From an optimization exercise on the open Yosys and OpenROAD flow, aimed at small area, a short achievable clock period and few clock cycles per item; shortcuts taken in it are not production practice.
At most, simulation tests tie the RTL to the original design; equivalence was not proved.

// modular_exponentiation_top
module modular_exponentiation_top #(
  parameter int unsigned EXP_WIDTH = 64
) (
  input  wire          clk_i,
  input  wire          rst_ni,
  input  wire          s_axis_tvalid,
  output logic         s_axis_tready,
  input  wire  [127:0] s_axis_tdata,    
  output logic         m_axis_tvalid,
  input  wire          m_axis_tready,
  output logic [31:0]  m_axis_tdata,    
  input  wire          cfg_valid_i,
  output logic         cfg_ready_o,
  input  wire  [30:0]  cfg_data_i       
);
Size in the first run: ~2200 cells after synthesis, ~240 flip-flops, roughly 200 I/O pins.
Settings: LEC_CHECK=0, CAP_MARGIN=20, CORE_MARGIN=2, CORE_UTILIZATION=40, SLEW_MARGIN=20; clock period 10.0 ns.
standard.sh (not shown) runs the stock make flow with config.mk's settings and CLKGATE_MAP_FILE= SYNTH_SCRIPT=/design/flow/synth_recipe.tcl, a recipe that flattens the netlist after the stock synthesis.
==> flow/flow/run.sh <==
#!/bin/bash
# Standard ORFS layout (the standard.sh, standard synthesis) with a larger
# setup margin for timing repair; make's output goes to make_finish.log.
set -euo pipefail
bash standard.sh SETUP_SLACK_MARGIN=6 finish > make_finish.log 2>&1
The first run finished with timing, DRC and antenna clean.
Change:
--- a/flow/design.v
+++ b/flow/design.v
@@ -91,53 +91,66 @@
   assign m_axis_tdata  = {1'b0, r_q[30:0]};
   logic        red;
   logic [7:0]  t_tab, t;
   logic [7:0]  est;
   logic [31:0] y;
   logic        b_one, b_two, b_neg;
   logic [34:0] ysx, ymag, xy;
   logic [34:0] s4, c4, s1, c1, s3, c3;
   logic [34:0] row;
-  logic [32:0] mag, m3_q;         
-  logic        q_1, q_2, q_3, q_4, q_p;
+  logic [32:0] m3_q;              
+  logic [34:0] m1, m2, m3, m4;
+  logic        qp1, qp2, qp3, qp4, qn1, qn2, qn3, qn4, q_p;
   logic [34:0] sum;
   logic [31:0] r_new;
-  logic       red_q, frc_q;
-  logic [7:0] tf_q;
-  assign red = red_q;
+  assign red     = (st_q == modexp_pkg::StRed) || (st_q == modexp_pkg::StRedR) ||
+                   (st_q == modexp_pkg::StOne) || (st_q == modexp_pkg::StZero);
   assign est = s_q[34:27] + c_q[34:27];
   modexp_mulser u_qsel (
     .est_i (est),
     .mbin_i(mbin_q),
     .t_o   (t_tab)
   );
-  assign t = frc_q ? tf_q : t_tab;
-  always_comb begin
-    q_1 = (t[4] & !t[5]) | (t[2] & !t[3]);
-    q_2 = (t[5] & !t[6]) | (t[1] & !t[2]);
-    q_3 = (t[6] & !t[7]) | (t[0] & !t[1]);
-    q_4 = t[7] | !t[0];
+  always_comb begin
+    if (first_q)                         t = 8'b0000_1111;
+    else if (st_q != modexp_pkg::StCor2) t = t_tab;
+    else if (qf_q == 2'sd1)              t = 8'b0001_1111;
+    else if (qf_q == -2'sd1)             t = 8'b0000_0111;
+    else                                 t = 8'b0000_1111;
+  end
+  always_comb begin
+    qp1 = t[4] & !t[5];
+    qp2 = t[5] & !t[6];
+    qp3 = t[6] & !t[7];
+    qp4 = t[7];
+    qn1 = t[2] & !t[3];
+    qn2 = t[1] & !t[2];
+    qn3 = t[0] & !t[1];
+    qn4 = !t[0];
     q_p = t[4];
   end
   assign y     = mulb_q ? b_q : r_q;
   assign b_one = !red && (dig_q[1] ^ dig_q[0]);
   assign b_two = !red && ((dig_q == 3'b100) || (dig_q == 3'b011));
   assign b_neg = !red && dig_q[2];
   assign ysx   = {{3{y[31]}}, y};
   assign ymag  = b_two ? {ysx[33:0], 1'b0} : (b_one ? ysx : '0);
   assign xy    = b_neg ? ~ymag : ymag;
   assign s4 = {(first_q ? 33'd0 : s_q[32:0]), 1'b0, b_neg};
   assign c4 = {(first_q ? 33'd0 : c_q[32:0]), (red ? dig_q[1:0] : 2'b00)};
   assign s1 = s4 ^ c4 ^ xy;
   assign c1 = {((s4 & c4) | (s4 & xy) | (c4 & xy)), q_p};
-  assign mag = ({33{q_1}} & {2'b00, mod_q}) | ({33{q_2}} & {1'b0, mod_q, 1'b0}) |
-               ({33{q_3}} & m3_q) | ({33{q_4}} & {mod_q, 2'b00});
-  assign row = q_p ? ~{mag, 2'b00} : {mag, 2'b00};
+  assign m1  = {2'b00, mod_q, 2'b00};
+  assign m2  = {1'b0, mod_q, 3'b000};
+  assign m3  = {m3_q, 2'b00};
+  assign m4  = {mod_q, 4'b0000};
+  assign row = ({35{qp1}} & ~m1) | ({35{qp2}} & ~m2) | ({35{qp3}} & ~m3) | ({35{qp4}} & ~m4) |
+               ({35{qn1}} &  m1) | ({35{qn2}} &  m2) | ({35{qn3}} &  m3) | ({35{qn4}} &  m4);
   assign s3 = s1 ^ c1 ^ row;
   assign c3 = {((s1 & c1) | (s1 & row) | (c1 & row)), 1'b0};
   assign sum   = s_q + c_q;
   assign r_new = sum[33:2];
   logic step, cpa, cpa_b;
   assign step = (st_q == modexp_pkg::StRed)  || (st_q == modexp_pkg::StRedR) ||
                 (st_q == modexp_pkg::StMul)  || (st_q == modexp_pkg::StMulR) ||
                 (st_q == modexp_pkg::StCor1) || (st_q == modexp_pkg::StCor2) ||
                 (st_q == modexp_pkg::StOne)  || (st_q == modexp_pkg::StZero);
@@ -186,29 +199,20 @@
       default:            st_d = modexp_pkg::StIdle;
     endcase
   end
   always_ff @(posedge clk_i or negedge rst_ni) begin
     if (!rst_ni) begin
       st_q   <= modexp_pkg::StIdle;
       ovld_q <= 1'b0;
       acc_q  <= 1'b0;
       first_q <= 1'b1;
-      red_q   <= 1'b0;
-      frc_q   <= 1'b1;
-      tf_q    <= 8'b0000_1111;
     end else begin
       first_q <= !step;
-      red_q   <= (st_d == modexp_pkg::StRed) || (st_d == modexp_pkg::StRedR) ||
-                 (st_d == modexp_pkg::StOne) || (st_d == modexp_pkg::StZero);
-      frc_q   <= !step || (st_d == modexp_pkg::StCor2);
-      if (step && qf_q == 2'sd1)       tf_q <= 8'b0001_1111;
-      else if (step && qf_q == -2'sd1) tf_q <= 8'b0000_0111;
-      else                             tf_q <= 8'b0000_1111;
       st_q  <= st_d;
       acc_q <= (st_d == modexp_pkg::StAcc);
       if (m_axis_tvalid && m_axis_tready) ovld_q <= 1'b0;
       if (s_axis_tvalid && s_axis_tready) ovld_q <= 1'b1;
     end
   end
   always_ff @(posedge clk_i or negedge rst_ni) begin
     if (!rst_ni) begin
       mod_q <= modexp_pkg::ModulusReset;
Result: Wire length climbs by 0.57%. Final cell count is lower by about 3%. Global-route usage went up by 0.92 points. Hold slack gains 0.047 ns. Setup slack is better by 0.11 ns. Design area came out lower by 4.7%.
No functional check of the RTL was part of any run of this note.

* * *

modular_exponentiation_top, a different RTL version from the one above (not shown whole).
For scale: roughly 1900 cells after synthesis, about 200 I/O pins, ~18000 sq um of cells after synthesis.
clock: 10.0 ns
lec_check: 0
cap_margin: 20
core_margin: 2
core_utilization: 40
setup_slack_margin: 5
slew_margin: 20
run.sh (not shown) runs the stock make flow with config.mk's settings and CLKGATE_MAP_FILE= SYNTH_SCRIPT=/design/flow/synth_recipe.tcl, a recipe that flattens the netlist after the stock synthesis.
Stock flow here: none of the scripts above is used.
Testbench counts at the start, summed over its fixed seeds: cycles 179,520, items 192.
Change:
--- a/flow/design.v
+++ b/flow/design.v
@@ -77,13 +77,12 @@
   logic               ezero_q;        
   logic signed [1:0]  qf_q;           
   logic               sub_q;          
   logic               ovld_q;
   logic               acc_q;
   logic               first_q;        
-  logic [2:0]         mbin_q;         
   logic [63:0]        base;
   logic [63:0]        expo;
   assign base = {1'b0, s_axis_tdata[62:0]};
   assign expo = 64'(s_axis_tdata[modexp_pkg::FieldW +: EW]);
   assign cfg_ready_o   = 1'b1;
   assign s_axis_tready = acc_q;
@@ -92,56 +91,58 @@
   logic        red;
   logic [7:0]  t_tab, t;
   logic [7:0]  est;
   logic [31:0] y;
   logic        b_one, b_two, b_neg;
   logic [34:0] ysx, ymag, xy;
-  logic [34:0] s4, c4, s1, c1, s3, c3;
-  logic [34:0] row;
-  logic [32:0] mag, m3_q;         
-  logic        q_1, q_2, q_3, q_4, q_p;
+  logic [34:0] s4, c4, s1, c1, s2, c2, s3, c3;
+  logic [34:0] row_l, row_h;
+  logic [32:0] mag_l;
+  logic        sub_l, sub_h, l_one, l_two, h_one;
   logic [34:0] sum;
   logic [31:0] r_new;
   assign red     = (st_q == modexp_pkg::StRed) || (st_q == modexp_pkg::StRedR) ||
                    (st_q == modexp_pkg::StOne) || (st_q == modexp_pkg::StZero);
   assign est = s_q[34:27] + c_q[34:27];
   modexp_mulser u_qsel (
     .est_i (est),
-    .mbin_i(mbin_q),
+    .mbin_i(mod_q[29:27]),
     .t_o   (t_tab)
   );
   always_comb begin
     if (first_q)                         t = 8'b0000_1111;
     else if (st_q != modexp_pkg::StCor2) t = t_tab;
     else if (qf_q == 2'sd1)              t = 8'b0001_1111;
     else if (qf_q == -2'sd1)             t = 8'b0000_0111;
     else                                 t = 8'b0000_1111;
   end
   always_comb begin
-    q_1 = (t[4] & !t[5]) | (t[2] & !t[3]);
-    q_2 = (t[5] & !t[6]) | (t[1] & !t[2]);
-    q_3 = (t[6] & !t[7]) | (t[0] & !t[1]);
-    q_4 = t[7] | !t[0];
-    q_p = t[4];
+    h_one = t[6] | !t[1];
+    sub_h = t[6];
+    l_one = (t[0] & !t[1]) | (t[2] & !t[3]) | (t[4] & !t[5]) | (t[6] & !t[7]);
+    l_two = (t[1] & !t[2]) | (t[5] & !t[6]);
+    sub_l = (t[0] & !t[1]) | (t[4] & !t[6]);
   end
   assign y     = mulb_q ? b_q : r_q;
   assign b_one = !red && (dig_q[1] ^ dig_q[0]);
   assign b_two = !red && ((dig_q == 3'b100) || (dig_q == 3'b011));
   assign b_neg = !red && dig_q[2];
   assign ysx   = {{3{y[31]}}, y};
   assign ymag  = b_two ? {ysx[33:0], 1'b0} : (b_one ? ysx : '0);
   assign xy    = b_neg ? ~ymag : ymag;
   assign s4 = {(first_q ? 33'd0 : s_q[32:0]), 1'b0, b_neg};
   assign c4 = {(first_q ? 33'd0 : c_q[32:0]), (red ? dig_q[1:0] : 2'b00)};
   assign s1 = s4 ^ c4 ^ xy;
-  assign c1 = {((s4 & c4) | (s4 & xy) | (c4 & xy)), q_p};
-  assign mag = ({33{q_1}} & {2'b00, mod_q}) | ({33{q_2}} & {1'b0, mod_q, 1'b0}) |
-               ({33{q_3}} & m3_q) | ({33{q_4}} & {mod_q, 2'b00});
-  assign row = q_p ? ~{mag, 2'b00} : {mag, 2'b00};
-  assign s3 = s1 ^ c1 ^ row;
-  assign c3 = {((s1 & c1) | (s1 & row) | (c1 & row)), 1'b0};
+  assign c1 = {((s4 & c4) | (s4 & xy) | (c4 & xy)), sub_l} ;
+  assign mag_l = l_two ? {1'b0, mod_q, 1'b0} : (l_one ? {2'b00, mod_q} : '0);
+  assign row_l = sub_l ? ~{mag_l, 2'b00} : {mag_l, 2'b00};
+  assign s2 = s1 ^ c1 ^ row_l;
+  assign c2 = {((s1 & c1) | (s1 & row_l) | (c1 & row_l)), sub_h};
+  assign row_h = !h_one ? '0 : (sub_h ? ~{mod_q, 4'b0000} : {mod_q, 4'b0000});
+  assign s3 = s2 ^ c2 ^ row_h;
+  assign c3 = {((s2 & c2) | (s2 & row_h) | (c2 & row_h)), 1'b0};
   assign sum   = s_q + c_q;
   assign r_new = sum[33:2];
   logic step, cpa, cpa_b;
   assign step = (st_q == modexp_pkg::StRed)  || (st_q == modexp_pkg::StRedR) ||
                 (st_q == modexp_pkg::StMul)  || (st_q == modexp_pkg::StMulR) ||
                 (st_q == modexp_pkg::StCor1) || (st_q == modexp_pkg::StCor2) ||
@@ -231,14 +232,12 @@
   end
   logic esel;
   assign esel = expo[eidx_q[5:0]];
   always_ff @(posedge clk_i) begin
     s_q <= s3;
     c_q <= c3;
-    mbin_q <= mod_q[29:27];
-    m3_q   <= {2'b00, mod_q} + {1'b0, mod_q, 1'b0};
     if (cpa)   r_q <= r_new;
     if (cpa_b) b_q <= r_new;
     case (st_q)
       modexp_pkg::StIdle: begin
         dig_q <= {2'b00, base[62] && (mod_q[30:1] != '0)};
         k_q   <= 5'd31;
After rerunning: Utilization shrinks by 0.65 points. Final cell count fell by about 6.6%. Wire length shrinks by 2.4%. Die area decreases by 6.5%. First-iteration DRC count falls by about 3%. Register-to-register slack gets worse by 0.11 ns. Hold slack gains 0.015 ns. Area after synthesis is lower by about 7%.
Testbench counts after the change, summed over its fixed seeds: cycles 179,528, items 192.

afterwards: timing with drivers on the ports:
In the flow no input, the clock included, has a driving cell. The finished layouts below were timed again as built, in two steps. Step 1 (the two cells are an assumption about what drives the block):
set clk [get_ports {clk_i}]
set_driving_cell -lib_cell sky130_fd_sc_hd__clkbuf_16 $clk
set_driving_cell -lib_cell sky130_fd_sc_hd__buf_2 [delete_from_list [all_inputs] $clk]
Step 2 moves the port delays by t, midway between the first and last clock arrival at a register: inputs arrive t later, outputs are due t later. That takes back most of the time a late clock gives input paths. Slacks: ideal / step 1 / step 2; pairs: ideal / step 1.
run	t, ns	setup WS [ns]	latest minus earliest clock arrival (ns)	worst data-port slew with drivers (ns)
the first run of note 1	0.616	5.702 / 5.702 / 5.586	0.033 / 0.034	0.05
the second run of note 1	0.616	5.809 / 5.809 / 5.494	0.026 / 0.026	0.07
the first run of note 2	0.593	5.265 / 5.265 / 5.265	0.021 / 0.020	0.06
the second run of note 2	0.487	5.152 / 5.152 / 5.152	0.015 / 0.015	0.06
After both steps setup and hold are still met in every run listed. The setup slack of the second run of note 1, which loses most, moves by 0.000 ns with the drivers and by -0.315 ns with both steps.
